Background: an optimization exercise with open tools, aiming at small area, a short achievable clock period and few clock cycles per item. Do not read the settings as production practice. RTL that was checked went through simulation tests only; none was proved equivalent to the original. Power and IR drop assume default switching activity.

Setup of trial 64:
==> module axf_engine, before the edit <==
module axf_engine (
        input  logic        clk,
        input  logic        rst_n,
        input  logic        start_i,
        input  logic [7:0]  wr_sel_i,        
        input  logic [15:0] wr_val_i,
        input  logic [15:0] a_i, b_i, d_i, e_i, tx_i, ty_i, x_i, y_i,
        input  logic [7:0]  set_i,           
        output logic        busy_o,
        output logic [15:0] res_x_o,
        output logic [15:0] res_y_o
);
        logic        op_sx_q, op_sy_q, op_x_q, op_y_q;
        logic        op_sx_d, op_sy_d, op_x_d, op_y_d;
        logic [3:0]  c_sel_q;                    
        logic [1:0]  v_sel_q;                    
        logic        k_tx_q, k_ty_q;             
        logic        sx_stale_q, sy_stale_q;     
        logic        sx_stale_d, sy_stale_d;
        logic [15:0] sx_q, sy_q;
        logic        busy_q, need_x_q;           
        logic        busy_d, need_x_d;
        logic [15:0] res_x_q, res_y_q;
        logic        wr_by, wr_dx, run;
        logic [7:0]  set_d;
        logic [15:0] opc, opv, op_k, mac_p;
        assign wr_by = wr_sel_i[1] | wr_sel_i[7] | wr_sel_i[4];
        assign wr_dx = wr_sel_i[2] | wr_sel_i[6] | wr_sel_i[5];
        assign sx_stale_d = wr_by || (sx_stale_q && !op_sx_q);
        assign sy_stale_d = wr_dx || (sy_stale_q && !op_sy_q);
        assign busy_d     = busy_q ? !op_y_q : start_i;
        assign need_x_d   = busy_q ? (need_x_q && !op_x_q) : start_i;
        assign set_d      = set_i | wr_sel_i;
        assign run     = busy_d && !sx_stale_d && !sy_stale_d;
        assign op_sx_d = sx_stale_d;
        assign op_sy_d = !sx_stale_d && sy_stale_d;
        assign op_x_d  = run && need_x_d;
        assign op_y_d  = run && !need_x_d;
        always_ff @(posedge clk or negedge rst_n) begin
                if (!rst_n) begin
                        c_sel_q <= '0;
                        v_sel_q <= '0;
                end else begin
                        c_sel_q <= {op_y_d && set_d[3], op_x_d && set_d[0],
                                    op_sy_d && set_d[2], op_sx_d && set_d[1]};
                        v_sel_q <= {(op_sy_d || op_x_d) && set_d[6], (op_sx_d || op_y_d) && set_d[7]};
                end
        end
        assign opc = ({16{c_sel_q[0]}} & b_i) | ({16{c_sel_q[1]}} & d_i)
                   | ({16{c_sel_q[2]}} & a_i) | ({16{c_sel_q[3]}} & e_i);
        assign opv = ({16{v_sel_q[0]}} & y_i) | ({16{v_sel_q[1]}} & x_i);
        always_ff @(posedge clk or negedge rst_n) begin
                if (!rst_n) begin
                        op_sx_q    <= 1'b0;
                        op_sy_q    <= 1'b0;
                        op_x_q     <= 1'b0;
                        op_y_q     <= 1'b0;
                        k_tx_q     <= 1'b0;
                        k_ty_q     <= 1'b0;
                        sx_stale_q <= 1'b1;
                        sy_stale_q <= 1'b1;
                        busy_q     <= 1'b0;
                        need_x_q   <= 1'b0;
                end else begin
                        op_sx_q    <= op_sx_d;
                        op_sy_q    <= op_sy_d;
                        op_x_q     <= op_x_d;
                        op_y_q     <= op_y_d;
                        k_tx_q     <= op_sx_d && set_d[4];
                        k_ty_q     <= op_sy_d && set_d[5];
                        sx_stale_q <= sx_stale_d;
                        sy_stale_q <= sy_stale_d;
                        busy_q     <= busy_d;
                        need_x_q   <= need_x_d;
                end
        end
        assign op_k = ({16{k_tx_q}} & tx_i) | ({16{k_ty_q}} & ty_i)
                    | ({16{op_x_q}} & sx_q) | ({16{op_y_q}} & sy_q);
        axf_mac mac_inst (
                .c      (opc),
                .v      (opv),
                .k1     (op_k),
                .p      (mac_p)
        );
        always_ff @(posedge clk) begin
                if (op_sx_q) sx_q <= mac_p;
                if (op_sy_q) sy_q <= mac_p;
                if (op_x_q)  res_x_q <= mac_p;
                if (op_y_q)  res_y_q <= mac_p;
        end
        assign busy_o  = busy_q;
        assign res_x_o = res_x_q;
        assign res_y_o = res_y_q;
endmodule
clock: 10.0 ns
lec_check: 0
cap_margin: 20
core_margin: 2
core_utilization: 30
cts_buf_list: sky130_fd_sc_hd__clkbuf_16
cts_cluster_diameter: 80
cts_cluster_size: 24
setup_slack_margin: 4.5
slew_margin: 20
run.sh (not shown) runs the stock make flow with config.mk's settings and CLKGATE_MAP_FILE= SYNTH_SCRIPT=/design/flow/synth_recipe.tcl, a recipe that flattens the netlist after the stock synthesis.
Relative to trial 64, the following input files were edited for build 40:
--- a/flow/design.v
+++ b/flow/design.v
@@ -100,8 +100,7 @@
 );
         logic        op_sx_q, op_sy_q, op_x_q, op_y_q;
         logic        op_sx_d, op_sy_d, op_x_d, op_y_d;
-        logic [3:0]  c_sel_q;                    
-        logic [1:0]  v_sel_q;                    
+        logic [15:0] opc_q, opv_q;               
         logic        k_tx_q, k_ty_q;             
         logic        sx_stale_q, sy_stale_q;     
         logic        sx_stale_d, sy_stale_d;
@@ -111,7 +110,8 @@
         logic [15:0] res_x_q, res_y_q;
         logic        wr_by, wr_dx, run;
         logic [7:0]  set_d;
-        logic [15:0] opc, opv, op_k, mac_p;
+        logic [15:0] c_reg, v_reg, opc_d, opv_d, op_k, mac_p;
+        logic        c_new, v_new;
         assign wr_by = wr_sel_i[1] | wr_sel_i[7] | wr_sel_i[4];
         assign wr_dx = wr_sel_i[2] | wr_sel_i[6] | wr_sel_i[5];
         assign sx_stale_d = wr_by || (sx_stale_q && !op_sx_q);
@@ -124,19 +124,19 @@
         assign op_sy_d = !sx_stale_d && sy_stale_d;
         assign op_x_d  = run && need_x_d;
         assign op_y_d  = run && !need_x_d;
-        always_ff @(posedge clk or negedge rst_n) begin
-                if (!rst_n) begin
-                        c_sel_q <= '0;
-                        v_sel_q <= '0;
-                end else begin
-                        c_sel_q <= {op_y_d && set_d[3], op_x_d && set_d[0],
-                                    op_sy_d && set_d[2], op_sx_d && set_d[1]};
-                        v_sel_q <= {(op_sy_d || op_x_d) && set_d[6], (op_sx_d || op_y_d) && set_d[7]};
-                end
+        assign c_reg = ({16{op_sx_d && set_d[1]}} & b_i) | ({16{op_sy_d && set_d[2]}} & d_i)
+                     | ({16{op_x_d  && set_d[0]}} & a_i) | ({16{op_y_d  && set_d[3]}} & e_i);
+        assign c_new = (op_sx_d && wr_sel_i[1]) || (op_sy_d && wr_sel_i[2])
+                     || (op_x_d && wr_sel_i[0]) || (op_y_d && wr_sel_i[3]);
+        assign opc_d = c_new ? wr_val_i : c_reg;
+        assign v_reg = ({16{(op_sx_d || op_y_d) && set_d[7]}} & y_i)
+                     | ({16{(op_sy_d || op_x_d) && set_d[6]}} & x_i);
+        assign v_new = ((op_sx_d || op_y_d) && wr_sel_i[7]) || ((op_sy_d || op_x_d) && wr_sel_i[6]);
+        assign opv_d = v_new ? wr_val_i : v_reg;
+        always_ff @(posedge clk) begin
+                opc_q <= opc_d;
+                opv_q <= opv_d;
         end
-        assign opc = ({16{c_sel_q[0]}} & b_i) | ({16{c_sel_q[1]}} & d_i)
-                   | ({16{c_sel_q[2]}} & a_i) | ({16{c_sel_q[3]}} & e_i);
-        assign opv = ({16{v_sel_q[0]}} & y_i) | ({16{v_sel_q[1]}} & x_i);
         always_ff @(posedge clk or negedge rst_n) begin
                 if (!rst_n) begin
                         op_sx_q    <= 1'b0;
@@ -165,8 +165,8 @@
         assign op_k = ({16{k_tx_q}} & tx_i) | ({16{k_ty_q}} & ty_i)
                     | ({16{op_x_q}} & sx_q) | ({16{op_y_q}} & sy_q);
         axf_mac mac_inst (
-                .c      (opc),
-                .v      (opv),
+                .c      (opc_q),
+                .v      (opv_q),
                 .k1     (op_k),
                 .p      (mac_p)
         );
==> notes.md <==
Routed wire length came out lower on build 40 than on trial 64. Where final setup slack of the worst path is concerned, trial 64 is outperformed by build 40. Number of instances in the synthesized netlist grows by a few percent when moving from trial 64 to build 40. In the flow results for trial 64 and build 40, the average vias per placed instance is larger on trial 64. Trial 64 closes out successfully: all stages finished, all timing, DRC and antenna checks passed. Build 40 went all the way through the flow, and no timing, DRC or antenna check failed. The met1 routing resource usage after global routing reported for build 40 is smaller than that of trial 64 by 2.0 points. Across both runs, detailed-route wire length per cell was lower for build 40 than for trial 64. Compared with trial 64, build 40 shows net switching power that has gone up by more than 10%. Build 40 reports its endpoint of the worst setup timing path as data_out_o[23] while trial 64 reports engine_inst.sy_q[15]. Trial 64 → build 40: number of clock buffers in the layout shows an increase of 1, inverter count shows a reduction of 8.
Testbench counts of build 40, summed over its fixed seeds: cycles 9,504, transforms 1,152.
The RTL of trial 64 was laid out without a check of its function.

## static timing again, ports no longer ideal
The flow's constraints put no driver on any port. The routed layouts listed below were extracted and timed again, unchanged, in two steps. Step 1 sets driving cells, clkbuf_16 on the clock port and buf_2 on the other inputs (assumed; they add their load-dependent delay and slew). Step 2 also shifts input and output timing later by t, the mid clock arrival at the registers, as if the neighbouring blocks saw the same clock. a / b / c = ideal ports / drivers / drivers and shift; a / b = the first two.
run | t, ns | slack for setup (ns) | hold WS [ns] | worst setup path after step 2 | cell pins on the clock port's net
trial 64 | 0.526 | 3.955 / 3.955 / 3.955 | 0.453 / 0.453 / 0.453 | register to register | 1
build 40 | 0.536 | 4.544 / 4.523 / 4.332 | 0.462 / 0.462 / 0.462 | input to register | 1
After both steps setup and hold are still met in every run listed. For build 40, which loses most, drivers alone change the setup slack by -0.021 ns; drivers and shift together by -0.212 ns.
